Background: an optimization exercise with open tools, aiming at small area, a short achievable clock period and few clock cycles per item. Do not read the settings as production practice.
Function was not checked in any run shown here: the RTL went through the layout flow alone.
Power figures rest on the tool's default switching activity, not on a simulated workload.

$ cat flow/flow/run.sh
#!/bin/bash
# The standard layout (standard.sh, the standard flow's own ORFS run) with these ORFS
# settings changed; make's full output goes to make.log here, each ORFS step's
# log to orfs/logs.
set -euo pipefail
export BUFFER_PORTS_ARGS="-buffer_cell sky130_fd_sc_hd__buf_1"
export SKIP_GATE_CLONING=1
bash standard.sh > make.log 2>&1
$ cat flow/standard.sh
#!/bin/bash
# synth_recipe.tcl (not shown) runs the flow's synth.tcl, then flattens the netlist and writes it again
# the make line also repeats each setting of config.mk as NAME=value (left out here)
make -C /OpenROAD-flow-scripts/flow DESIGN_CONFIG=/design/flow/config.mk WORK_HOME=/design/flow/orfs CLKGATE_MAP_FILE= SYNTH_SCRIPT=/design/flow/synth_recipe.tcl "${@:-finish}"
$ cat flow/config.mk
export PLATFORM = sky130hd
export DESIGN_NAME = source_text_tokenizer
export DESIGN_NICKNAME = source_text_tokenizer
export VERILOG_FILES = /design/flow/design.v
export SDC_FILE = /design/flow/constraint.sdc
export NUM_CORES = 4
export LEC_CHECK = 0
export CAP_MARGIN = 20
export CORE_MARGIN = 2
export CORE_UTILIZATION = 40
export CTS_BUF_LIST = sky130_fd_sc_hd__clkbuf_8
export SETUP_SLACK_MARGIN = 2.5
export SLEW_MARGIN = 20
$ cat flow/constraint.sdc
create_clock -name core_clock -period 5.0 [get_ports {clk_i}]
set_input_delay 1.0000 -clock core_clock [delete_from_list [all_inputs] [get_ports {clk_i}]]
set_output_delay 1.0000 -clock core_clock [all_outputs]
set_load 0.01 [all_outputs]
$ cat flow/design.v
package stt_pkg;
  localparam int unsigned LineBits   = 16;
  localparam int unsigned ColBits    = 16;
  localparam int unsigned OffsetBits = 32;
  localparam int unsigned LengthBits = 16;
  localparam int unsigned KindBits   = 5;
  typedef logic [LineBits-1:0]   line_t;
  typedef logic [ColBits-1:0]    col_t;
  typedef logic [OffsetBits-1:0] offset_t;
  typedef logic [LengthBits-1:0] length_t;
  localparam logic [7:0] ChNul   = 8'h00;
  localparam logic [7:0] ChTab   = 8'h09;
  localparam logic [7:0] ChLf    = 8'h0A;
  localparam logic [7:0] ChCr    = 8'h0D;
  localparam logic [7:0] ChSpace = 8'h20;
  localparam logic [7:0] ChBang  = 8'h21;
  localparam logic [7:0] ChDot   = 8'h2E;
  localparam logic [7:0] ChEq    = 8'h3D;
  localparam logic [7:0] ChUnder = 8'h5F;
  typedef enum logic [KindBits-1:0] {
    TK_ILLEGAL  = 5'd0,
    TK_EOF      = 5'd1,
    TK_IDENT    = 5'd2,
    TK_INT      = 5'd3,
    TK_DOUBLE   = 5'd4,
    TK_ASSIGN   = 5'd5,
    TK_EQ       = 5'd6,
    TK_BANG     = 5'd7,
    TK_NOT_EQ   = 5'd8,
    TK_PLUS     = 5'd9,
    TK_MINUS    = 5'd10,
    TK_ASTERISK = 5'd11,
    TK_SLASH    = 5'd12,
    TK_MODULO   = 5'd13,
    TK_SEMI     = 5'd14,
    TK_LPAREN   = 5'd15,
    TK_RPAREN   = 5'd16,
    TK_COMMA    = 5'd17,
    TK_LBRACE   = 5'd18,
    TK_RBRACE   = 5'd19,
    TK_LT       = 5'd20,
    TK_GT       = 5'd21
  } token_kind_e;
  typedef enum logic [2:0] {
    MODE_IDLE   = 3'd0,
    MODE_IDENT  = 3'd1,
    MODE_NUM    = 3'd2,
    MODE_NUMDOT = 3'd3,
    MODE_EQ     = 3'd4,
    MODE_BANG   = 3'd5
  } scan_mode_e;
  typedef struct packed {
    token_kind_e kind;
    line_t       line;
    col_t        col;
    offset_t     offset;
    length_t     len;
    logic        last;
  } tok_t;
  function automatic logic is_alpha(input logic [7:0] c);
    is_alpha = ((c >= 8'h61 && c <= 8'h7A) || (c >= 8'h41 && c <= 8'h5A) || (c == stt_pkg::ChUnder));
  endfunction
  function automatic logic is_digit(input logic [7:0] c);
    is_digit = (c >= 8'h30 && c <= 8'h39);
  endfunction
  function automatic logic is_space(input logic [7:0] c);
    is_space = ((c == stt_pkg::ChSpace) || (c == stt_pkg::ChTab) || (c == stt_pkg::ChLf) || (c == stt_pkg::ChCr));
  endfunction
  function automatic token_kind_e single_kind(input logic [7:0] c);
    token_kind_e k;
    unique case (c)
      8'h2B:   k = stt_pkg::TK_PLUS;
      8'h2D:   k = stt_pkg::TK_MINUS;
      8'h2A:   k = stt_pkg::TK_ASTERISK;
      8'h2F:   k = stt_pkg::TK_SLASH;
      8'h25:   k = stt_pkg::TK_MODULO;
      8'h3B:   k = stt_pkg::TK_SEMI;
      8'h28:   k = stt_pkg::TK_LPAREN;
      8'h29:   k = stt_pkg::TK_RPAREN;
      8'h2C:   k = stt_pkg::TK_COMMA;
      8'h7B:   k = stt_pkg::TK_LBRACE;
      8'h7D:   k = stt_pkg::TK_RBRACE;
      8'h3C:   k = stt_pkg::TK_LT;
      8'h3E:   k = stt_pkg::TK_GT;
      default: k = stt_pkg::TK_ILLEGAL;
    endcase
    single_kind = k;
  endfunction
  localparam int unsigned TokBits = KindBits + LineBits + ColBits + OffsetBits + LengthBits + 1;
  function automatic logic [TokBits-1:0] mk_tok(input token_kind_e kind, input line_t line,
                                                input col_t col, input offset_t offset,
                                                input length_t len);
    mk_tok = {kind, line, col, offset, len, 1'b0};
  endfunction
endpackage
module source_text_tokenizer (
  input  logic                             clk_i,
  input  logic                             rst_ni,
  input  logic                             txt_valid_i,
  output logic                             txt_ready_o,
  input  logic [7:0]                       txt_char_i,
  input  logic                             txt_end_i,
  output logic                             tok_valid_o,
  input  logic                             tok_ready_i,
  output logic [stt_pkg::KindBits-1:0]     tok_kind_o,
  output logic [stt_pkg::LineBits-1:0]     tok_line_o,
  output logic [stt_pkg::ColBits-1:0]      tok_col_o,
  output logic [stt_pkg::OffsetBits-1:0]   tok_offset_o,
  output logic [stt_pkg::LengthBits-1:0]   tok_length_o,
  output logic                             tok_last_o
);
  typedef struct packed {
    logic       e;
    logic       al;
    logic       dg;
    logic       dt;
    logic       eq;
    logic       bg;
    logic       lf;
    logic       sg;
    logic [4:0] sk;
  } cls_t;
  typedef struct packed {
    logic id;
    logic num;
    logic dot;    
    logic op;     
  } mode_t;
  typedef struct packed {
    logic       v;       
    logic       sa;      
    logic       sp;      
    logic       sb;      
    logic       last;
    logic       fin;     
    logic       stp;     
    logic       lrun;    
    logic [1:0] lsm;     
    logic [4:0] kind;
  } pres_t;
  function automatic cls_t classify(input logic [7:0] c, input logic end_i);
    cls_t r;
    logic e;
    e    = end_i || (c == stt_pkg::ChNul);
    r.e  = e;
    r.al = !e && stt_pkg::is_alpha(c);
    r.dg = !e && stt_pkg::is_digit(c);
    r.dt = !e && (c == stt_pkg::ChDot);
    r.eq = !e && (c == stt_pkg::ChEq);
    r.bg = !e && (c == stt_pkg::ChBang);
    r.lf = !e && (c == stt_pkg::ChLf);
    r.sg = !e && !stt_pkg::is_alpha(c) && !stt_pkg::is_digit(c) && !stt_pkg::is_space(c) &&
           (c != stt_pkg::ChEq) && (c != stt_pkg::ChBang);
    r.sk = stt_pkg::single_kind(c);
    classify = r;
  endfunction
  function automatic pres_t present(input cls_t x, input logic vld, input mode_t m,
                                    input logic bang, input logic seen, input logic ph);
    pres_t r;
    logic hold_dot, a_ex, c_ex, c_idle, special, sp_x;
    hold_dot = m.num && x.dt && !seen;
    a_ex     = (m.id && !x.al) || (m.num && !x.dg && !hold_dot) || (m.dot && !x.dg) || m.op;
    c_ex     = x.e || (x.sg && !hold_dot);
    c_idle   = x.e || x.sg;
    special  = m.dot && !x.dg;
    sp_x     = !(x.e || x.al || x.dg || x.eq || x.bg || x.sg);
    r.sa     = a_ex && !ph;
    r.sp     = !r.sa;
    r.sb     = special && ph;
    r.v      = vld && (a_ex || c_ex);
    if (r.sa) begin
      r.last = !special && !c_ex;
      r.fin  = !special && !c_ex;
      r.stp  = 1'b0;
      r.lrun = !m.op;
      r.lsm  = {x.eq, !x.eq};
      if (m.id)       r.kind = stt_pkg::TK_IDENT;
      else if (m.op)  r.kind = bang ? (x.eq ? stt_pkg::TK_NOT_EQ : stt_pkg::TK_BANG)
                                    : (x.eq ? stt_pkg::TK_EQ : stt_pkg::TK_ASSIGN);
      else            r.kind = (m.num && seen) ? stt_pkg::TK_DOUBLE : stt_pkg::TK_INT;
    end else if (r.sb) begin
      r.last = !c_idle;
      r.fin  = sp_x;
      r.stp  = !sp_x;
      r.lrun = 1'b0;
      r.lsm  = 2'd1;
      r.kind = stt_pkg::TK_ILLEGAL;
    end else begin
      r.last = 1'b1;
      r.fin  = 1'b1;
      r.stp  = 1'b0;
      r.lrun = 1'b0;
      r.lsm  = {1'b0, !x.e};
      r.kind = x.e ? stt_pkg::TK_EOF : x.sk;
    end
    present = r;
  endfunction
  logic cur_vld_q, skd_vld_q, cur_vld_d;
  cls_t cur_q, skd_q, in_cls, cur_d;
  mode_t            mode_q, mode_d;
  logic             bang_q, bang_d;    
  logic             seen_q, seen_d;    
  stt_pkg::line_t   line_q, line_d;
  stt_pkg::col_t    col_q, col_d, tsc_q;
  stt_pkg::offset_t off_q, off_d, tso_q;
  stt_pkg::length_t run_q, run_d;
  logic             ph_q, ph_d;        
  logic             ctop_q, otop_q;    
  pres_t            pr_q, pr_d, pr_skd, pr_in, pr_stp, pr_nxt;
  mode_t            fin_mode, stp_mode;
  logic             fin_bang, fin_seen;
  logic hold_dot, absorbed, start;
  logic take, consume, step, cur_free, in_xfer;
  logic adv, two, lf_adv, radv;
  logic off_top, col_top, run_top, oc1, cc1, rc1;
  assign hold_dot = mode_q.num && cur_q.dt && !seen_q;
  assign absorbed = (mode_q.id && cur_q.al) || (mode_q.num && cur_q.dg) || hold_dot ||
                    (mode_q.dot && cur_q.dg) || (mode_q.op && cur_q.eq);
  assign start    = !cur_q.e && !absorbed && (cur_q.al || cur_q.dg || cur_q.eq || cur_q.bg);
  assign tok_valid_o  = pr_q.v;
  assign tok_kind_o   = pr_q.kind;
  assign tok_last_o   = pr_q.last;
  assign tok_line_o   = line_q;
  assign tok_col_o    = ({16{pr_q.sa}} & tsc_q) |
                        ({16{pr_q.sp}} & {col_q[15:1], col_q[0] || (pr_q.sb && ctop_q)});
  assign tok_offset_o = ({32{pr_q.sa}} & tso_q) |
                        ({32{pr_q.sp}} & {off_q[31:1], off_q[0] || (pr_q.sb && otop_q)});
  assign tok_length_o = pr_q.lrun ? run_q : {14'd0, pr_q.lsm};
  assign take     = pr_q.v && tok_ready_i;
  assign step     = take && pr_q.stp;
  assign consume  = (cur_vld_q && !pr_q.v) || (take && pr_q.fin);
  assign cur_free = !cur_vld_q || consume;
  assign txt_ready_o = !skd_vld_q;
  assign in_xfer     = txt_valid_i && !skd_vld_q;
  assign in_cls      = classify(txt_char_i, txt_end_i);
  assign adv    = step || (consume && !cur_q.e && !hold_dot);
  assign two    = consume && mode_q.dot;
  assign lf_adv = consume && cur_q.lf;
  assign radv   = consume && (mode_q.id || mode_q.num || mode_q.dot) && absorbed && !hold_dot;
  assign off_top = &off_q[31:1];
  assign col_top = &col_q[15:1];
  assign run_top = &run_q[15:1];
  assign oc1     = adv && !off_top && (two || off_q[0]);
  assign cc1     = adv && !col_top && (two || col_q[0]);
  assign rc1     = radv && !run_top && (mode_q.dot || run_q[0]);
  always_comb begin
    cur_vld_d = cur_vld_q;
    cur_d     = cur_q;
    if (cur_free) begin
      cur_vld_d = skd_vld_q || in_xfer;
      cur_d     = skd_vld_q ? skd_q : in_cls;
    end
    ph_d = ph_q;
    if (consume || step) begin
      ph_d = 1'b0;
    end else if (take) begin
      ph_d = 1'b1;
    end
    off_d[0] = adv ? (off_top || (off_q[0] ^ !two)) : off_q[0];
    for (int i = 1; i < 32; i++) begin
      off_d[i] = off_q[i] ^ (oc1 && (&(off_q | ~((32'd1 << i) - 32'd2))));
    end
    line_d[0] = line_q[0] ^ (lf_adv && !(&line_q));
    for (int i = 1; i < 16; i++) begin
      line_d[i] = line_q[i] ^ (lf_adv && !(&line_q) && (&(line_q | ~((16'd1 << i) - 16'd1))));
    end
    col_d[0] = lf_adv || (adv ? (col_top || (col_q[0] ^ !two)) : col_q[0]);
    for (int i = 1; i < 16; i++) begin
      col_d[i] = !lf_adv && (col_q[i] ^ (cc1 && (&(col_q | ~((16'd1 << i) - 16'd2)))));
    end
    if (consume && start) begin
      run_d = stt_pkg::length_t'(1);
    end else begin
      run_d[0] = radv ? (run_top || (run_q[0] ^ !mode_q.dot)) : run_q[0];
      for (int i = 1; i < 16; i++) begin
        run_d[i] = run_q[i] ^ (rc1 && (&(run_q | ~((16'd1 << i) - 16'd2))));
      end
    end
    mode_d = mode_q;
    bang_d = bang_q;
    seen_d = seen_q;
    if (step) begin
      mode_d.dot = 1'b0;
    end else if (consume) begin
      mode_d.id  = start ? cur_q.al : (mode_q.id && cur_q.al);
      mode_d.num = start ? cur_q.dg : (mode_q.num && cur_q.dg) || (mode_q.dot && cur_q.dg);
      mode_d.dot = hold_dot;
      mode_d.op  = start && (cur_q.eq || cur_q.bg);
      if (start) begin
        bang_d = cur_q.bg;
        seen_d = 1'b0;
      end else if (mode_q.dot && cur_q.dg) begin
        seen_d = 1'b1;
      end
    end
    fin_mode = mode_q;
    fin_bang = bang_q;
    fin_seen = seen_q;
    if (cur_vld_q) begin
      fin_mode.id  = start ? cur_q.al : (mode_q.id && cur_q.al);
      fin_mode.num = start ? cur_q.dg : (mode_q.num && cur_q.dg) || (mode_q.dot && cur_q.dg);
      fin_mode.dot = hold_dot;
      fin_mode.op  = start && (cur_q.eq || cur_q.bg);
      if (start) begin
        fin_bang = cur_q.bg;
        fin_seen = 1'b0;
      end else if (mode_q.dot && cur_q.dg) begin
        fin_seen = 1'b1;
      end
    end
    stp_mode     = mode_q;
    stp_mode.dot = 1'b0;
    pr_skd = present(skd_q, 1'b1, fin_mode, fin_bang, fin_seen, 1'b0);
    pr_in  = present(in_cls, txt_valid_i, fin_mode, fin_bang, fin_seen, 1'b0);
    pr_stp = present(cur_q, 1'b1, stp_mode, bang_q, seen_q, 1'b0);
    pr_nxt = present(cur_q, 1'b1, mode_q, bang_q, seen_q, 1'b1);
    if (cur_free)  pr_d = skd_vld_q ? pr_skd : pr_in;
    else if (step) pr_d = pr_stp;
    else if (take) pr_d = pr_nxt;
    else           pr_d = pr_q;
  end
  always_ff @(posedge clk_i or negedge rst_ni) begin
    if (!rst_ni) begin
      cur_vld_q <= 1'b0;
      skd_vld_q <= 1'b0;
      ph_q      <= 1'b0;
      mode_q    <= '0;
      line_q    <= stt_pkg::line_t'(1);
      col_q     <= stt_pkg::col_t'(1);
      off_q     <= '0;
      pr_q.v    <= 1'b0;
    end else begin
      cur_vld_q <= cur_vld_d;
      skd_vld_q <= cur_free ? 1'b0 : (skd_vld_q || in_xfer);
      ph_q      <= ph_d;
      mode_q    <= mode_d;
      line_q    <= line_d;
      col_q     <= col_d;
      off_q     <= off_d;
      pr_q.v    <= pr_d.v;
    end
  end
  always_ff @(posedge clk_i) begin
    cur_q  <= cur_d;
    if (!skd_vld_q) begin
      skd_q <= in_cls;
    end
    if (consume && start) begin
      tsc_q <= col_q;
      tso_q <= off_q;
    end
    run_q  <= run_d;
    bang_q <= bang_d;
    seen_q <= seen_d;
    ctop_q <= col_top;
    otop_q <= off_top;
    {pr_q.sa, pr_q.sp, pr_q.sb, pr_q.last, pr_q.fin, pr_q.stp, pr_q.lrun, pr_q.lsm, pr_q.kind} <=
      {pr_d.sa, pr_d.sp, pr_d.sb, pr_d.last, pr_d.fin, pr_d.stp, pr_d.lrun, pr_d.lsm, pr_d.kind};
  end
endmodule
==> results.txt, run 1 <==
- DR pass1 iterations: 5
- Syn nets: 849
- P_sw: 2346 uW
- Wire per inst: 17.82 um
- I/O Buffers: 100
- Sequential Power Share: 37.2%
- Comb power frac: 46.7%
- Sequential-to-total area share from yosys stat: 53.50%
- Detailed Place HPWL: 13900 um
- Clock sinks: 179
- ANT nets after route: 0
- Sw frac: 39.67%
- CP cell instances: buf_12, buf_4, buf_4, a22o_1, clkbuf_2
- Net count, final: 984
- Worst path most repeated cell: buf_4
- Total GRT Usage: 18.87%
- Synthesis-to-layout area growth: 24.07%
- CP startpoint kind: flip-flop
- Fraction of layout instances using a drive strength above 1: 25.36%
- Setup tns final: 0 ns
- Yosys warning total: 1
- Post-synth ARST share: 39.66%
- Synth Area in XOR/XNOR: 6.066%
- RSZ-0062 raised after global routing: true
- Setup Skew: 0.02282 ns
- Crit path kind: reg2out
- Yosys reg bits: 179
- Initial antenna violation count: 0
- Slowest stage delay, CP: 0.43 ns
- Post-synthesis compound-gate area fraction: 15.33%
- Final Slew Violations: 0
- Longest Clk Path Bufs: 2
- Pin count of the biggest net entering global routing: 39
- Crit Reg-Reg Startpoint: cur_q[11]
- Max-capacitance violation count: 0
- Worst EP arrival: 1.66 ns
- Actual slew at the worst max-slew pin: 0.8889 ns
- Post-Syn Area: 8807 um^2
- CTS tree: done
- Fmax: 375.5 MHz
- Fin Hold WS: 0.4604 ns
- Top FF cell, synth: edfxtp_1
- Post-Synth Simple-Gate Area: 18.89%
- H-Tree Depth: 4
- Number of synthesized flops with an enable pin: 77
- Worst skew pair latency: 0.48 ns
- Synth Area in Adders: 1.421%
- Hold_sp: off_q[0]
- Die width: 152.4 um
- Final hold vios: 0
- Final min period: 2.663 ns
- Core area: 21690 um^2
- Vias in the first global route: 6445
- Leakage: 0.004475 uW
- CTS Hold Bufs: 0
- Internal: 3568 uW
- Final period util: 53.26%
- Row count: 54
- Worst Setup End Kind: output port
- HP Class: reg2reg
- Iter 0 DRT Violations: 383
- Critical path's top delay family: buffers and inverters
- Unique masters post-synth: 79
- DIE AREA: 23220 um^2
- Reg clk slew, reported paths: 0.10 ns
- Req. time, crit path: 4.00 ns
- Crit path max-delay cell type: edfxtp_1
- First-pass GRT wire length: 34970 um
- DRC: 0
- Status: complete, no violations
- Max IR drop VDD: 0.0002426 V
- Vias: 6903
- Top-level port count: 101
- Pwr Density: 541.3 nW/um^2
- Initial Util: 40.61%
- Worst slew margin relative to its limit: 40.71%
- Mean post-synth cell area: 10.66 um^2
- Mapped Cells: 826
- CP startpoint: pr_q[13]
- CTS Buf Count: 17
- CP bufs+invs: 4
- Critical path peak fanout: 4
- CTS root buffer: clkbuf_8
- Largest family of logic cells by synthesized area: simple AND/OR/NAND/NOR gates
- Total Wirelength: 22350 um
- Clk pwr share: 16.1%
- N_diodes: 0
- GPL Wtd Cong: 0.8958
- Die Height: 152.4 um
- GRT overflow: 0
- Routed vias/inst: 5.505
- Multiplexer share of the synthesized area: 1.321%
- Final setup fails: 0
- Fill count: 2004
cells in the mapped netlist (4+ instances only):
| cell type | instances | area, um^2 |
|---|---|---|
| buf_4 | 7 | 52.55 |
| dfxtp_1 | 31 | 620.6 |
| a31oi_1 | 6 | 37.54 |
| or2_2 | 6 | 37.54 |
| inv_1 | 22 | 82.58 |
| nor4b_2 | 4 | 60.06 |
| mux2i_1 | 6 | 60.06 |
| buf_2 | 9 | 45.04 |
| o211ai_1 | 4 | 30.03 |
| and4_1 | 5 | 43.79 |
| xnor2_1 | 37 | 324.1 |
| edfxtp_1 | 77 | 2312 |
| nor4_1 | 7 | 43.79 |
| clkbuf_1 | 24 | 90.09 |
| a21oi_1 | 35 | 175.2 |
| and2_1 | 22 | 137.6 |
| nor2b_1 | 12 | 75.07 |
| nand4_1 | 15 | 93.84 |
| nand3_1 | 36 | 180.2 |
| nand2_1 | 79 | 296.5 |
| buf_1 | 5 | 18.77 |
| xor2_1 | 24 | 210.2 |
| o22ai_1 | 4 | 25.02 |
| o31ai_1 | 6 | 45.04 |
| dfrtp_1 | 69 | 1727 |
| nor2_1 | 51 | 191.4 |
| or3_1 | 11 | 68.82 |
| a21o_1 | 8 | 60.06 |
| nand2b_1 | 6 | 37.54 |
| nor3_1 | 19 | 95.09 |
| ha_1 | 10 | 125.1 |
| o21ai_0 | 28 | 140.1 |
| and3_1 | 13 | 81.33 |
| mux2_2 | 5 | 56.30 |
| a22o_1 | 52 | 455.4 |
registers in the layout, summed over array words and instances (netlist names):
| register | cells |
|---|---|
| line_q | 16 |
| off_q | 32 |
| bang_q | 1 |
| col_q | 16 |
| pr_q | 15 |
| seen_q | 1 |
| skd_q | 13 |
| ctop_q | 1 |
| tsc_q | 16 |
| run_q | 16 |
| cur_vld_q | 1 |
| cur_q | 13 |
| otop_q | 1 |
| mode_q | 4 |
| tso_q | 32 |
| skd_vld_q | 1 |
metrics by stage:
stage / power [uW] / area (um^2) / util [%] / cells / worst slack [ns]
2_1_floorplan: 3570 / 8991 / - / 826 / 2.124
3_3_place_gp: 4147 / 9525 / 43.92 / 1168 / 1.492
3_5_place_dp: 4155 / 9525 / 43.92 / 1168 / 1.432
4_1_cts: 5531 / 10440 / 48.15 / 1234 / 2.267
5_1_grt: 6259 / 10930 / 50.38 / 1254 / 2.253
6_report: 5914 / 10930 / 50.38 / 1254 / 2.337
cell usage in the layout (no fill, tap or decap), types with 5 or more instances in the layout:
cell      netlist  routed
buf_6           1      12
and3_1         13      12
o31ai_1         6       5
inv_1          22      22
buf_12          0      12
xnor2_1        37      35
nand2_1        79      76
a22o_1         52      52
o21ai_0        28      21
nor2b_1        12      10
nand4_1        15      15
clkbuf_2        1      33
mux2i_1         6       5
buf_2           9      19
and2_1         22      20
buf_4           7      40
a211oi_2        3       5
a31oi_1         6       6
ha_1           10       6
dfrtp_1        69      64
nand3_1        36      34
or2_2           6       6
xor2_1         24      24
dfxtp_1        31      31
nor2_1         51      48
buf_1           5      38
dfrtp_2         0       5
buf_8           0       5
nand2b_1        6       6
o21ai_2         0       5
clkbuf_8        0      17
a21o_1          8       7
a21oi_1        35      30
edfxtp_1       77      77
o21ai_1         3       5
or3_1          11      10
nor3_1         19      13
timing repair:
action                                  in CTS  in global routing
pin swaps                                   16                 24
buffers inserted                            34                 20
hold endpoints to repair                     0                  0
gates resized for setup                     62                117
endpoints found under the setup margin     144                 83
path summary, 6_finish.rpt:
| kind | slack [ns] | cells after the start | end |
|---|---|---|---|
| hold / removal | 0.46 | 0 | tso_q[0] |
| min in group asynchronous | 0.52 | 1 | off_q[26] |
| setup reg to reg | 2.35 | 9 | pr_q[1] |
| max in group asynchronous | 3.55 | 2 | cur_vld_q |
| hold reg to reg | 0.46 | 0 | tso_q[0] |
| setup / recovery | 2.34 | 5 | tok_col_o[14] |
worst reg2reg max path, cell delays in order, from the launching register on:
cell	delay [ns]
edfxtp_1	0.46
or4_4	0.64
nand2_2	0.11
nand2_1	0.05
nand2_1	0.08
mux2_4	0.18
ha_2	0.26
o2111a_1	0.26
a211oi_2	0.19
a32oi_1	0.12
power by group through the flow:
stage | clock (uW) | sequential [uW] | combinational [uW]
5_1_grt | 1040 | 2240 | 2980
4_1_cts | 977 | 2190 | 2360
6_report | 953 | 2200 | 2760
3_5_place_dp | 0 | 2240 | 1910
3_3_place_gp | 0 | 2240 | 1900
2_1_floorplan | 0 | 2130 | 1440
routing by layer:
metal	wire [um]	global-route usage [%]	vias up
met2	10380	30.20	219
met3	1125	3.669	24
met4	280	4.984	0
met1	10570	26.44	3340
met5	0	0	-
li1	-	-	3320
cells by family (layout without fill, tap and decap cells):
logic type,after synthesis,after routing
simple gates,311,311
mux,11,11
compound gates,185,185
xor+xnor,61,61
fa+ha+maj,10,10
buf+inv,69,217
flops,179,179
cell type report:
type                            instances  area [um^2]  area share (%)
Inverter                               22        86.33          0.7901
Tap cell                              280        350.3           3.206
Timing Repair Buffer                  163         1224           11.20
Clock buffer                           17        234.0           2.141
Sequential cell                       179         4718           43.18
Clock inverter                         15        150.1           1.374
Multi-Input combinational cell        578         4164           38.11
==> run 2, diff against run 1 <==
--- a/flow/config.mk
+++ b/flow/config.mk
@@ -11,3 +11,3 @@
 export CTS_BUF_LIST = sky130_fd_sc_hd__clkbuf_8
-export SETUP_SLACK_MARGIN = 2.5
+export SETUP_SLACK_MARGIN = 2.75
 export SLEW_MARGIN = 20
==> run 2 against run 1 <==
Total power is 4.5% higher. Core utilization is 3.3 points higher. Flip-flop and latch count stayed put. First-iteration DRC count is 23% higher. Largest power group unchanged.
==> results.txt, run 2 <==
- DRC: 0
- CTS Hold Bufs: 0
- Commonest non-fill, non-tap cells in the layout: edfxtp_1 (77), buf_1 (73), nand2_1 (70), dfrtp_1 (63), buf_4 (60)
- Die Height: 152.4 um
- Met3 WL: 1209 um
- Status: complete, no violations
- Wire per inst: 17.71 um
- Iter 0 DRT Violations: 471
- Total Wirelength: 22720 um
- Critical path peak fanout: 4
- CTS root buffer: clkbuf_8
- Actual slew at the worst max-slew pin: 0.9688 ns
- Synth cell count leaders: nand2_1 (79), edfxtp_1 (77), dfrtp_1 (69), a22o_1 (52), nor2_1 (51)
- ANT nets after route: 0
- Setup tns final: 0 ns
- Final setup fails: 0
- Uppermost routed layer: met4
- DR pass1 iterations: 6
- Synthesis-to-layout area growth: 32.31%
- H-Tree Depth: 4
- Leading area contributor after synthesis: edfxtp_1
- Yosys warning total: 1
- Initial antenna violation count: 0
- RSZ-0062 raised after global routing: true
- CTS tree: done
- Reg clk slew, reported paths: 0.10 ns
- Crit path kind: reg2reg
- Longest Clk Path Bufs: 2
- Top FF cell, synth: edfxtp_1
- I/O Buffers: 100
- Yosys reg bits: 179
- Clock sinks: 179
- Fraction of layout instances using a drive strength above 1: 29.91%
- Total GRT Usage: 19.26%
- Fin Hold WS: 0.4561 ns
- Leading post-synthesis cells by cell area: edfxtp_1 (26%), dfrtp_1 (20%), dfxtp_1 (7.0%)
- Die width: 152.4 um
- Syn nets: 849
- First-pass GRT wire length: 35800 um
- Req. time, crit path: 5.18 ns
- Cell with the most instances after synthesis: nand2_1
- Leakage: 0.004685 uW
- Fill count: 1931
- Initial Util: 40.61%
- N_diodes: 0
- Max-capacitance violation count: 0
- Mean post-synth cell area: 10.66 um^2
- Max IR drop VDD: 0.0002804 V
- GPL Wtd Cong: 0.8773
- Final Slew Violations: 0
- CP startpoint kind: flip-flop
- Worst EP arrival: 2.72 ns
- Core area: 21690 um^2
- Final period util: 50.77%
- Wl on met1: 10420 um
- Net count, final: 1013
- Mapped Cells: 826
- Worst slew margin relative to its limit: 35.41%
- Post-Syn Area: 8807 um^2
- Sequential-to-total area share from yosys stat: 53.50%
- Vias in the first global route: 6665
- Vias: 7071
- Reg-to-reg slack, setup: 2.46 ns
- CTS Buf Count: 17
- Top-level port count: 101
- Pin count of the biggest net entering global routing: 72
- Largest registers: off_q: 32 flops, tso_q: 32 flops
- GRT overflow: 0
- Final hold vios: 0
- Met2 wire length: 10600 um
- Detailed Place HPWL: 13670 um
- Number of synthesized flops with an enable pin: 77
- Post-synth ARST share: 39.66%
- Setup Skew: 0.01592 ns
- Area share of the largest cell type after synthesis: 26.25%
- Pwr Density: 530.2 nW/um^2
- Unique masters post-synth: 79
- Routed vias/inst: 5.511
- Fmax: 393.9 MHz
- HP Class: reg2reg
- Final min period: 2.538 ns
- Worst skew pair latency: 0.48 ns
- Most common cell after layout, fill and taps aside: edfxtp_1
- Row count: 54
- DIE AREA: 23220 um^2
- Worst Setup End Kind: flip-flop
-- run 2: cell types whose count changed in the layout (fill, tap and decap cells not counted), moves of 13 or more --
| cell | delta |
|---|---|
| buf_1 | +35 |
| buf_6 | +30 |
| buf_4 | +20 |
| and2_1 | -13 |
| buf_2 | -19 |
| and2_4 | +15 |
| clkbuf_2 | -33 |
-- run 2: logic make-up after synthesis --
family | after synthesis | synth area share (%)
xor gates and xnor gates | 61 | 6.066
adders and majority gates | 10 | 1.421
buffers and inverters | 69 | 3.466
and+or+nand+nor | 311 | 18.90
DFF | 179 | 53.50
muxes | 11 | 1.321
AOI/OAI and AO/OA | 185 | 15.33
-- run 2: layout make-up --
class	instances	area [um^2]	share of cell area, %
multi-input cells	578	4581	39.31
clock inverters	15	163.9	1.407
clock buffers	17	234.0	2.008
well taps	280	350.3	3.007
flip-flops and latches	179	4720	40.50
repair buffers	192	1515	13.00
inverters	22	88.84	0.7624
-- run 2: through the flow --
stage | std cells | power [uW] | cell area (um^2) | setup slack (ns) | util, %
after floorplan | 826 | 3628 | 9163 | 2.128 | -
after global placement | 1166 | 4201 | 9658 | 1.503 | 44.53
after detailed placement | 1166 | 4213 | 9658 | 1.457 | 44.53
after CTS | 1251 | 5823 | 11050 | 2.449 | 50.93
after global routing | 1283 | 6517 | 11650 | 2.380 | 53.73
final | 1283 | 6178 | 11650 | 2.462 | 53.73
-- run 2: critical path: stages (launching register included) --
cell,delay [ns]
edfxtp_1,0.46
buf_4,0.17
or4_4,0.47
nand2_2,0.13
nand2_2,0.06
nand2_2,0.07
mux2_4,0.18
ha_4,0.19
o2111a_1,0.24
a211oi_2,0.15
a32oi_1,0.13
-- run 2: path summary, 6_finish.rpt --
| check | start | to | cells past startpoint |
|---|---|---|---|
| min in group asynchronous | rst_ni | off_q[26] | 1 |
| min | off_q[0] | tso_q[0] | 0 |
| max reg2reg | cur_q[8] | pr_q[1] | 10 |
| min reg2reg | off_q[0] | tso_q[0] | 0 |
| max in group asynchronous | rst_ni | pr_q[14] | 1 |
| max | cur_q[8] | pr_q[1] | 10 |
-- run 2: layer usage --
layer	global-route usage [%]	vias up
li1	-	3383
met1	26.87	3443
met2	29.90	203
met3	4.010	42
met4	6.854	0
met5	0	-
-- run 2: repair_timing --
item | in CTS | in global routing
pin swaps | 30 | 37
setup buffers | 53 | 32
setup endpoints to repair | 194 | 163
gates resized for setup | 151 | 82
endpoints found under the hold margin | 0 | 0
-- run 2: where the power goes --
part	internal, uW	total [uW]	switching, uW
registers	1960	2200	247
clock network	418	1010	592
logic	1350	2960	1620
total	3720	6180	2460
==> run 3, diff against run 2 <==
--- a/flow/design.v
+++ b/flow/design.v
@@ -159,3 +159,4 @@
     pres_t r;
-    logic hold_dot, a_ex, c_ex, c_idle, special, sp_x;
+    logic hold_dot, a_ex, c_ex, c_idle, special, sp_x, sc, a_only;
+    logic [4:0] ka, kc;
     hold_dot = m.num && x.dt && !seen;
@@ -170,31 +171,22 @@
     r.v      = vld && (a_ex || c_ex);
-    if (r.sa) begin
-      r.last = !special && !c_ex;
-      r.fin  = !special && !c_ex;
-      r.stp  = 1'b0;
-      r.lrun = !m.op;
-      r.lsm  = {x.eq, !x.eq};
-      if (m.id)       r.kind = stt_pkg::TK_IDENT;
-      else if (m.op)  r.kind = bang ? (x.eq ? stt_pkg::TK_NOT_EQ : stt_pkg::TK_BANG)
-                                    : (x.eq ? stt_pkg::TK_EQ : stt_pkg::TK_ASSIGN);
-      else            r.kind = (m.num && seen) ? stt_pkg::TK_DOUBLE : stt_pkg::TK_INT;
-    end else if (r.sb) begin
-      r.last = !c_idle;
-      r.fin  = sp_x;
-      r.stp  = !sp_x;
-      r.lrun = 1'b0;
-      r.lsm  = 2'd1;
-      r.kind = stt_pkg::TK_ILLEGAL;
-    end else begin
-      r.last = 1'b1;
-      r.fin  = 1'b1;
-      r.stp  = 1'b0;
-      r.lrun = 1'b0;
-      r.lsm  = {1'b0, !x.e};
-      r.kind = x.e ? stt_pkg::TK_EOF : x.sk;
-    end
+    sc     = !r.sa && !r.sb;
+    a_only = r.sa && !special && !c_ex;
+    r.last = a_only || (r.sb && !c_idle) || sc;
+    r.fin  = a_only || (r.sb && sp_x) || sc;
+    r.stp  = r.sb && !sp_x;
+    r.lrun = r.sa && !m.op;
+    r.lsm  = {r.sa && x.eq, (r.sa && !x.eq) || r.sb || (sc && !x.e)};
+    ka     = ({5{m.id}} & stt_pkg::TK_IDENT) |
+             ({5{m.op && !bang && !x.eq}} & stt_pkg::TK_ASSIGN) |
+             ({5{m.op && !bang && x.eq}} & stt_pkg::TK_EQ) |
+             ({5{m.op && bang && !x.eq}} & stt_pkg::TK_BANG) |
+             ({5{m.op && bang && x.eq}} & stt_pkg::TK_NOT_EQ) |
+             ({5{m.num && seen}} & stt_pkg::TK_DOUBLE) |
+             ({5{(m.num && !seen) || m.dot}} & stt_pkg::TK_INT);
+    kc     = x.e ? stt_pkg::TK_EOF : x.sk;
+    r.kind = ({5{r.sa}} & ka) | ({5{sc}} & kc);
     present = r;
   endfunction
-  logic cur_vld_q, skd_vld_q, cur_vld_d;
-  cls_t cur_q, skd_q, in_cls, cur_d;
+  logic cur_vld_q, cur_vld_d;
+  cls_t cur_q, in_cls, cur_d;
   mode_t            mode_q, mode_d;
@@ -208,5 +200,3 @@
   logic             ctop_q, otop_q;    
-  pres_t            pr_q, pr_d, pr_skd, pr_in, pr_stp, pr_nxt;
-  mode_t            fin_mode, stp_mode;
-  logic             fin_bang, fin_seen;
+  pres_t            pr_q, pr_d;
   logic hold_dot, absorbed, start;
@@ -232,4 +222,4 @@
   assign cur_free = !cur_vld_q || consume;
-  assign txt_ready_o = !skd_vld_q;
-  assign in_xfer     = txt_valid_i && !skd_vld_q;
+  assign txt_ready_o = cur_free;
+  assign in_xfer     = txt_valid_i && cur_free;
   assign in_cls      = classify(txt_char_i, txt_end_i);
@@ -249,4 +239,4 @@
     if (cur_free) begin
-      cur_vld_d = skd_vld_q || in_xfer;
-      cur_d     = skd_vld_q ? skd_q : in_cls;
+      cur_vld_d = txt_valid_i;
+      cur_d     = in_cls;
     end
@@ -295,27 +285,3 @@
     end
-    fin_mode = mode_q;
-    fin_bang = bang_q;
-    fin_seen = seen_q;
-    if (cur_vld_q) begin
-      fin_mode.id  = start ? cur_q.al : (mode_q.id && cur_q.al);
-      fin_mode.num = start ? cur_q.dg : (mode_q.num && cur_q.dg) || (mode_q.dot && cur_q.dg);
-      fin_mode.dot = hold_dot;
-      fin_mode.op  = start && (cur_q.eq || cur_q.bg);
-      if (start) begin
-        fin_bang = cur_q.bg;
-        fin_seen = 1'b0;
-      end else if (mode_q.dot && cur_q.dg) begin
-        fin_seen = 1'b1;
-      end
-    end
-    stp_mode     = mode_q;
-    stp_mode.dot = 1'b0;
-    pr_skd = present(skd_q, 1'b1, fin_mode, fin_bang, fin_seen, 1'b0);
-    pr_in  = present(in_cls, txt_valid_i, fin_mode, fin_bang, fin_seen, 1'b0);
-    pr_stp = present(cur_q, 1'b1, stp_mode, bang_q, seen_q, 1'b0);
-    pr_nxt = present(cur_q, 1'b1, mode_q, bang_q, seen_q, 1'b1);
-    if (cur_free)  pr_d = skd_vld_q ? pr_skd : pr_in;
-    else if (step) pr_d = pr_stp;
-    else if (take) pr_d = pr_nxt;
-    else           pr_d = pr_q;
+    pr_d = present(cur_d, cur_vld_d, mode_d, bang_d, seen_d, ph_d);
   end
@@ -324,3 +290,2 @@
       cur_vld_q <= 1'b0;
-      skd_vld_q <= 1'b0;
       ph_q      <= 1'b0;
@@ -333,3 +298,2 @@
       cur_vld_q <= cur_vld_d;
-      skd_vld_q <= cur_free ? 1'b0 : (skd_vld_q || in_xfer);
       ph_q      <= ph_d;
@@ -344,5 +308,2 @@
     cur_q  <= cur_d;
-    if (!skd_vld_q) begin
-      skd_q <= in_cls;
-    end
     if (consume && start) begin
--- a/flow/config.mk
+++ b/flow/config.mk
@@ -11,3 +11,3 @@
 export CTS_BUF_LIST = sky130_fd_sc_hd__clkbuf_8
-export SETUP_SLACK_MARGIN = 2.75
+export SETUP_SLACK_MARGIN = 2.5
 export SLEW_MARGIN = 20
==> run 3 against run 2 <==
Still clean on timing, DRC and antenna. Fmax shrank 1.3%. First-iteration DRC count fell by 20%. Combinational power is 68% lower. Routed wire length down 24%. Clock skew increased by 0.0034 ns. Synthesized area shrank 14%.
==> results.txt, run 3 <==
- Synth cell count leaders: dfrtp_1 (69), nor2_1 (59), nand2_1 (51), a22o_1 (49), edfxtp_1 (49)
- Unique masters post-synth: 83
- Longest Clk Path Bufs: 2
- Row count: 50
- Top-level port count: 101
- DR pass1 iterations: 5
- Leading post-synthesis cells by cell area: dfrtp_1 (23%), edfxtp_1 (19%), dfxtp_1 (12%)
- First-pass GRT wire length: 27520 um
- CP startpoint kind: input pin
- CP startpoint: tok_ready_i
- GPL Wtd Cong: 0.8207
- Sequential-to-total area share from yosys stat: 54.83%
- CTS tree: done
- Final Slew Violations: 0
- Iter 0 DRT Violations: 376
- Top FF cell, synth: dfrtp_1
- ANT nets after route: 0
- Fmax: 388.9 MHz
- Routed vias/inst: 5.409
- GRT overflow: 0
- Crit path kind: in2reg
- Die Height: 141.9 um
- H-Tree Depth: 4
- Core area: 18710 um^2
- CTS Buf Count: 17
- Worst skew pair latency: 0.45 ns
- Post-Syn Area: 7609 um^2
- DIE AREA: 20140 um^2
- Worst reg2reg path depth: 8
- Max-capacitance violation count: 0
- DRC: 0
- Status: complete, no violations
- Fraction of layout instances using a drive strength above 1: 15.90%
- Total GRT Usage: 17.20%
- Net count, final: 831
- Final WS setup: 2.429 ns
- Core Util, Final: 48.70%
- Wire per inst: 16.38 um
- Die width: 141.9 um
- Final min period: 2.571 ns
- Placed inst area: 8267 um^2
- Area share of the largest cell type after synthesis: 22.69%
- Final setup fails: 0
- Cell with the most instances after synthesis: dfrtp_1
- Pwr Density: 398.2 nW/um^2
- Reg-to-reg slack, setup: 2.43 ns
- Vias in the first global route: 5511
- Actual slew at the worst max-slew pin: 0.7719 ns
- Worst slew margin relative to its limit: 48.54%
- Leakage: 0.003777 uW
- Finished Cell Area: 9109 um^2
- Number of synthesized flops with an enable pin: 49
- Setup Skew: 0.01935 ns
- Post-synth ARST share: 42.77%
- Detailed Place HPWL: 11720 um
- Total Wirelength: 17330 um
- Place WS: 1.636 ns
- Initial Util: 40.68%
- Critical path peak fanout: 8
- Reg clk slew, reported paths: 0.08 ns
- N_diodes: 0
- HP Class: reg2reg
- Worst Setup End Kind: flip-flop
- Commonest non-fill, non-tap cells in the layout: buf_1 (89), dfrtp_1 (68), nor2_1 (58)
- Most common cell after layout, fill and taps aside: buf_1
- Pin count of the biggest net entering global routing: 65
- Final hold vios: 0
- Synthesis-to-layout area growth: 19.72%
- CTS root buffer: clkbuf_8
- Mapped Cells: 698
- Crit Reg-Reg Startpoint: mode_q[3]
- Yosys warning total: 1
- Syn nets: 718
- Max IR drop VDD: 0.0001925 V
- Vias: 5723
- Mean post-synth cell area: 10.90 um^2
- Initial antenna violation count: 0
- RSZ-0062 raised after global routing: true
- CTS Hold Bufs: 0
- Leading area contributor after synthesis: dfrtp_1
- Final period util: 51.42%
- Worst Setup EP: pr_q[2]
- Setup tns final: 0 ns
- I/O Buffers: 100
- Worst EP arrival: 2.91 ns
- Yosys reg bits: 166
- Largest registers: off_q: 32 flops, tso_q: 32 flops
- Clock sinks: 166
- Req. time, crit path: 5.34 ns
- Crit Reg-Reg Endpoint: pr_q[2]
- Fin Hold WS: 0.4651 ns
run 3: cell types whose count changed in the layout (fill, tap and decap cells not counted), sizes merged, moves of 15 or more:
cell,before,now
edfxtp,77,49
dfxtp,31,46
o21ai,31,16
buf,192,125
a21oi,35,18
nand2,79,51
run 3: worst min-delay path by stage:
stage,start,endpoint,cells past startpoint,slack (ns)
3_5_place_dp,off_q[0],tso_q[0],0,0.44
3_3_place_gp,off_q[0],tso_q[0],0,0.43
6_report,off_q[0],tso_q[0],0,0.47
2_1_floorplan,off_q[6],tso_q[6],0,0.42
5_1_grt,off_q[0],tso_q[0],0,0.49
4_1_cts,off_q[0],tso_q[0],0,0.46
run 3: what timing repair did:
item | 4_1_cts | 5_1_grt
pin swaps | 5 | 13
hold endpoints to repair | 0 | 0
setup endpoints to repair | 154 | 59
setup buffers | 11 | 12
resized for setup | 42 | 35
run 3: metrics by stage:
step / std cells / total power, uW
floorplan: 698 / 2295
global placement: 1003 / 2530
detailed placement: 1003 / 2554
CTS: 1046 / 3612
global route: 1058 / 3833
finish: 1058 / 3627
run 3: final cells by class:
type | count | area, um^2
Sequential cell | 166 | 4180
Clock inverter | 15 | 161.4
Timing Repair Buffer | 127 | 680.7
Multi-Input combinational cell | 476 | 3466
Fill cell | 1732 | 9597
Inverter | 23 | 93.84
Tap cell | 234 | 292.8
Clock buffer | 17 | 234.0
run 3: kinds of logic after synthesis:
logic type,after synthesis,synth area share [%]
AO/OA/AOI/OAI,133,14.04
XOR/XNOR,69,7.943
adder cells (fa/ha/maj),7,1.151
buffers and inverters,56,3.207
flip-flops,166,54.83
multiplexers,4,0.5591
AND/OR/NAND/NOR,263,18.27
run 3: power breakdown:
group | total (uW) | switching, uW | leakage (uW) | internal (uW)
clock network | 967 | 478 | 0.000212 | 489
registers | 1710 | 155 | 0.00183 | 1550
logic | 953 | 547 | 0.00173 | 406
total | 3630 | 1180 | 0.00378 | 2450
run 3: critical path: stages:
cell and delay, ns:
buf_12 0.10, nand4b_4 0.14, a2111oi_4 0.44, o22ai_2 0.15
a221o_1 0.34, a41oi_4 0.37, and3b_1 0.22, a21o_1 0.16
run 3: per-layer routing:
| metal | global-route usage, % | vias to the layer above | part of all wire, % | wire length [um] |
|---|---|---|---|---|
| met3 | 3.679 | 14 | 3.6 | 622 |
| li1 | - | 2751 | - | - |
| met2 | 28.85 | 133 | 49 | 8562 |
| met4 | 4.526 | 0 | 0.86 | 149 |
| met5 | 0 | - | 0 | 0 |
| met1 | 22.74 | 2825 | 46 | 7993 |
==> run 4, diff against run 3 <==
--- a/flow/config.mk
+++ b/flow/config.mk
@@ -11,3 +11,3 @@
 export CTS_BUF_LIST = sky130_fd_sc_hd__clkbuf_8
-export SETUP_SLACK_MARGIN = 2.5
+export SETUP_SLACK_MARGIN = 2.42
 export SLEW_MARGIN = 20
==> run 4 against run 3 <==
Global-route usage fell by 0.084 points. Via count fell by 0.94%. Flip-flop and latch count did not move. Non-clock buffer count fell by 6. Clock skew fell by 0.0020 ns. Total power fell by 4.0%. Die area did not move. Critical path type unchanged. Critical endpoint is now pr_q[5]. Largest power group unchanged.
==> results.txt, run 4 <==
- ANT nets after route: 0
- Cell with the most instances after synthesis: dfrtp_1
- Fmax: 391.7 MHz
- Pwr Density: 390.1 nW/um^2
- HP Class: reg2reg
- Sequential-to-total area share from yosys stat: 54.83%
- Net count, final: 825
- Dpl cells: 1003
- Initial Util: 40.68%
- CP startpoint kind: input pin
- Commonest non-fill, non-tap cells in the layout: buf_1 (89), dfrtp_1 (68), nor2_1 (58)
- GPL Wtd Cong: 0.8394
- Die width: 141.9 um
- CP startpoint: txt_char_i[3]
- Reg clk slew, reported paths: 0.08 ns
- Slowest stage delay, CP: 0.40 ns
- Fill count: 1716
- H-Tree Depth: 4
- Synthesis-to-layout area growth: 17.35%
- CTS Buf Count: 17
- Final setup fails: 0
- Worst Setup End Kind: flip-flop
- Yosys warning total: 1
- Mapped Cells: 698
- Longest Clk Path Bufs: 2
- Post-Syn Area: 7609 um^2
- Setup Skew: 0.01731 ns
- CTS tree: done
- Post-synth ARST share: 42.77%
- WP depth: 9
- RSZ-0062 raised after global routing: true
- Final min period: 2.553 ns
- Row count: 50
- Place WS: 1.517 ns
- Total GRT Usage: 17.11%
- Total power: 3483 uW
- Status: complete, no violations
- DR pass1 iterations: 4
- Vias: 5669
- Reg-to-reg slack, setup: 2.45 ns
- Actual slew at the worst max-slew pin: 1.071 ns
- Top FF cell, synth: dfrtp_1
- Vias in the first global route: 5604
- Crit Reg-Reg Endpoint: pr_q[5]
- DIE AREA: 20140 um^2
- Area share of the largest cell type after synthesis: 22.69%
- Area of the multi-input gates: 3412 um^2
- GRT overflow: 0
- Crit Reg-Reg Startpoint: cur_q[11]
- Mean post-synth cell area: 10.90 um^2
- DRC: 0
- Final hold vios: 0
- CP bufs+invs: 2
- Setup tns final: 0 ns
- CP cell instances: buf_2, nand2_1, nor3_2, a2111oi_4, a221o_1, a41oi_4, buf_4, and2_1, a31oi_1
- Yosys reg bits: 166
- Leakage: 0.003690 uW
- Syn nets: 718
- Max-capacitance violation count: 0
- Req. time, crit path: 5.31 ns
- Max IR drop VDD: 0.0001887 V
- Worst reg2reg path depth: 8
- Most common cell after layout, fill and taps aside: buf_1
- Pin count of the biggest net entering global routing: 72
- Worst Setup EP: pr_q[5]
- Worst EP arrival: 2.87 ns
- N_diodes: 0
- Synth cell count leaders: dfrtp_1 (69), nor2_1 (59), nand2_1 (51), a22o_1 (49), edfxtp_1 (49)
- First-pass GRT wire length: 27610 um
- Largest registers: off_q: 32 flops, tso_q: 32 flops
- Core area: 18710 um^2
- Final Slew Violations: 0
- Crit path max-delay cell type: a221o_1
- Leading area contributor after synthesis: dfrtp_1
- I/O Buffers: 100
- Final WS setup: 2.447 ns
- Initial antenna violation count: 0
- Detailed Place HPWL: 11510 um
- Top-level port count: 101
- Number of synthesized flops with an enable pin: 49
- Seq. cell area: 4174 um^2
- Routed vias/inst: 5.389
- Die Height: 141.9 um
- Wire per inst: 16.17 um
- Crit path kind: in2reg
- Worst skew pair latency: 0.46 ns
- Iter 0 DRT Violations: 382
- Worst slew margin relative to its limit: 27.45%
- Final period util: 51.06%
- Unique masters post-synth: 83
- Leading post-synthesis cells by cell area: dfrtp_1 (23%), edfxtp_1 (19%), dfxtp_1 (12%)
- Finished Layout Cells: 1052
- Total Wirelength: 17020 um
- Clock sinks: 166
- Critical path peak fanout: 18
- Critical path's top delay family: compound AO/OA/AOI/OAI gates
- Fraction of layout instances using a drive strength above 1: 14.30%
- CTS root buffer: clkbuf_8
[run 4: cell counts after synthesis]
No cell type changed its count.
[run 4: how the worst min path moves through the flow]
stage	to	start	slack, ns	cells past startpoint
4_1_cts	tso_q[0]	off_q[0]	0.46	0
3_3_place_gp	tso_q[0]	off_q[0]	0.43	0
2_1_floorplan	tso_q[6]	off_q[6]	0.42	0
5_1_grt	tso_q[0]	off_q[0]	0.46	0
6_report	tso_q[0]	off_q[0]	0.45	0
3_5_place_dp	tso_q[0]	off_q[0]	0.44	0
[run 4: final cells by class]
| type | instances | share of cell area (%) |
|---|---|---|
| inverters | 23 | 1.009 |
| clock inverters | 14 | 1.261 |
| clock buffers | 18 | 2.775 |
| multi-input cells | 476 | 38.21 |
| well taps | 234 | 3.279 |
| repair buffers | 121 | 6.712 |
| flip-flops and latches | 166 | 46.75 |
[run 4: cells by family (layout without fill, tap and decap cells)]
| logic type | after synthesis | count (layout) | synth area share [%] |
|---|---|---|---|
| simple gates | 263 | 263 | 18.27 |
| flops | 166 | 166 | 54.83 |
| compound gates | 133 | 133 | 14.04 |
| xor+xnor | 69 | 69 | 7.943 |
| buf+inv | 56 | 176 | 3.207 |
| fa+ha+maj | 7 | 7 | 1.151 |
| mux | 4 | 4 | 0.5591 |
[run 4: stage by stage]
step / hold WS [ns] / util [%] / instance area [um^2]
after detailed placement: 0.4373 / 43.99 / 8228
after floorplan: 0.4231 / - / 7710
after global placement: 0.4316 / 43.99 / 8228
after global routing: 0.4600 / 47.73 / 8929
final: 0.4541 / 47.73 / 8929
after CTS: 0.4566 / 46.42 / 8683
[run 4: power breakdown]
part           leakage [uW]  internal [uW]  switching [uW]
combinational       0.00167            374             526
clock              0.000187            402             486
sequential          0.00183           1550             145
total               0.00369           2330            1160
[run 4: layer usage]
| layer | track usage, % | part of all wire (%) | vias up |
|---|---|---|---|
| met5 | 0 | 0 | - |
| met4 | 4.579 | 0.89 | 0 |
| met3 | 3.915 | 3.6 | 13 |
| met2 | 28.54 | 49 | 114 |
| met1 | 22.57 | 46 | 2798 |
| li1 | - | - | 2744 |
[run 4: repair_timing]
action / CTS / global route
gates resized for setup: 25 / 36
buffers inserted: 3 / 14
endpoints found under the setup margin: 150 / 92
pin swaps: 3 / 12
hold buffers: 0 / 0
[run 4: worst register-to-register path: stages, from the launching register on]
cell and delay, ns:
dfxtp_1 0.40, a221o_1 0.46, or3_4 0.46, o32ai_4 0.36, a211o_2 0.22, a41oi_4 0.14, buf_4 0.18, and2_1 0.15
a31oi_1 0.13

==> afterwards: timing with drivers on the ports <==
The flow's constraints put no driver on any port. The routed layouts listed below were extracted and timed again, unchanged, in two steps.
Step 1: set_driving_cell puts a clkbuf_16 on clk_i and a buf_2 on each other input, an assumption about the parent block.
Step 2 adds t to the input delays and takes it off the output delays; t is the mean of the earliest and latest rising clock arrival at the registers after step 1. Input paths then give back, and output paths get back, about the clock's delay inside the block.
Slacks: no drivers / after step 1 / after step 2; pairs: no drivers / after step 1.
| run | t (ns) | setup WS [ns] | hold WS [ns] | worst setup path after step 2 | clock arrival spread, ns |
|---|---|---|---|---|---|
| run 1 | 0.500 | 2.337 / 2.302 / 1.908 | 0.460 / 0.460 / 0.460 | input to register | 0.023 / 0.023 |
| run 2 | 0.508 | 2.462 / 2.424 / 1.996 | 0.456 / 0.456 / 0.456 | input to register | 0.019 / 0.019 |
| run 3 | 0.477 | 2.429 / 2.384 / 1.907 | 0.465 / 0.465 / 0.465 | input to register | 0.021 / 0.020 |
| run 4 | 0.485 | 2.447 / 2.403 / 1.940 | 0.454 / 0.454 / 0.454 | input to register | 0.018 / 0.017 |
After both steps every run listed still meets setup and hold. The setup slack of run 3, which loses most, moves by -0.045 ns with the drivers and by -0.522 ns with both steps.
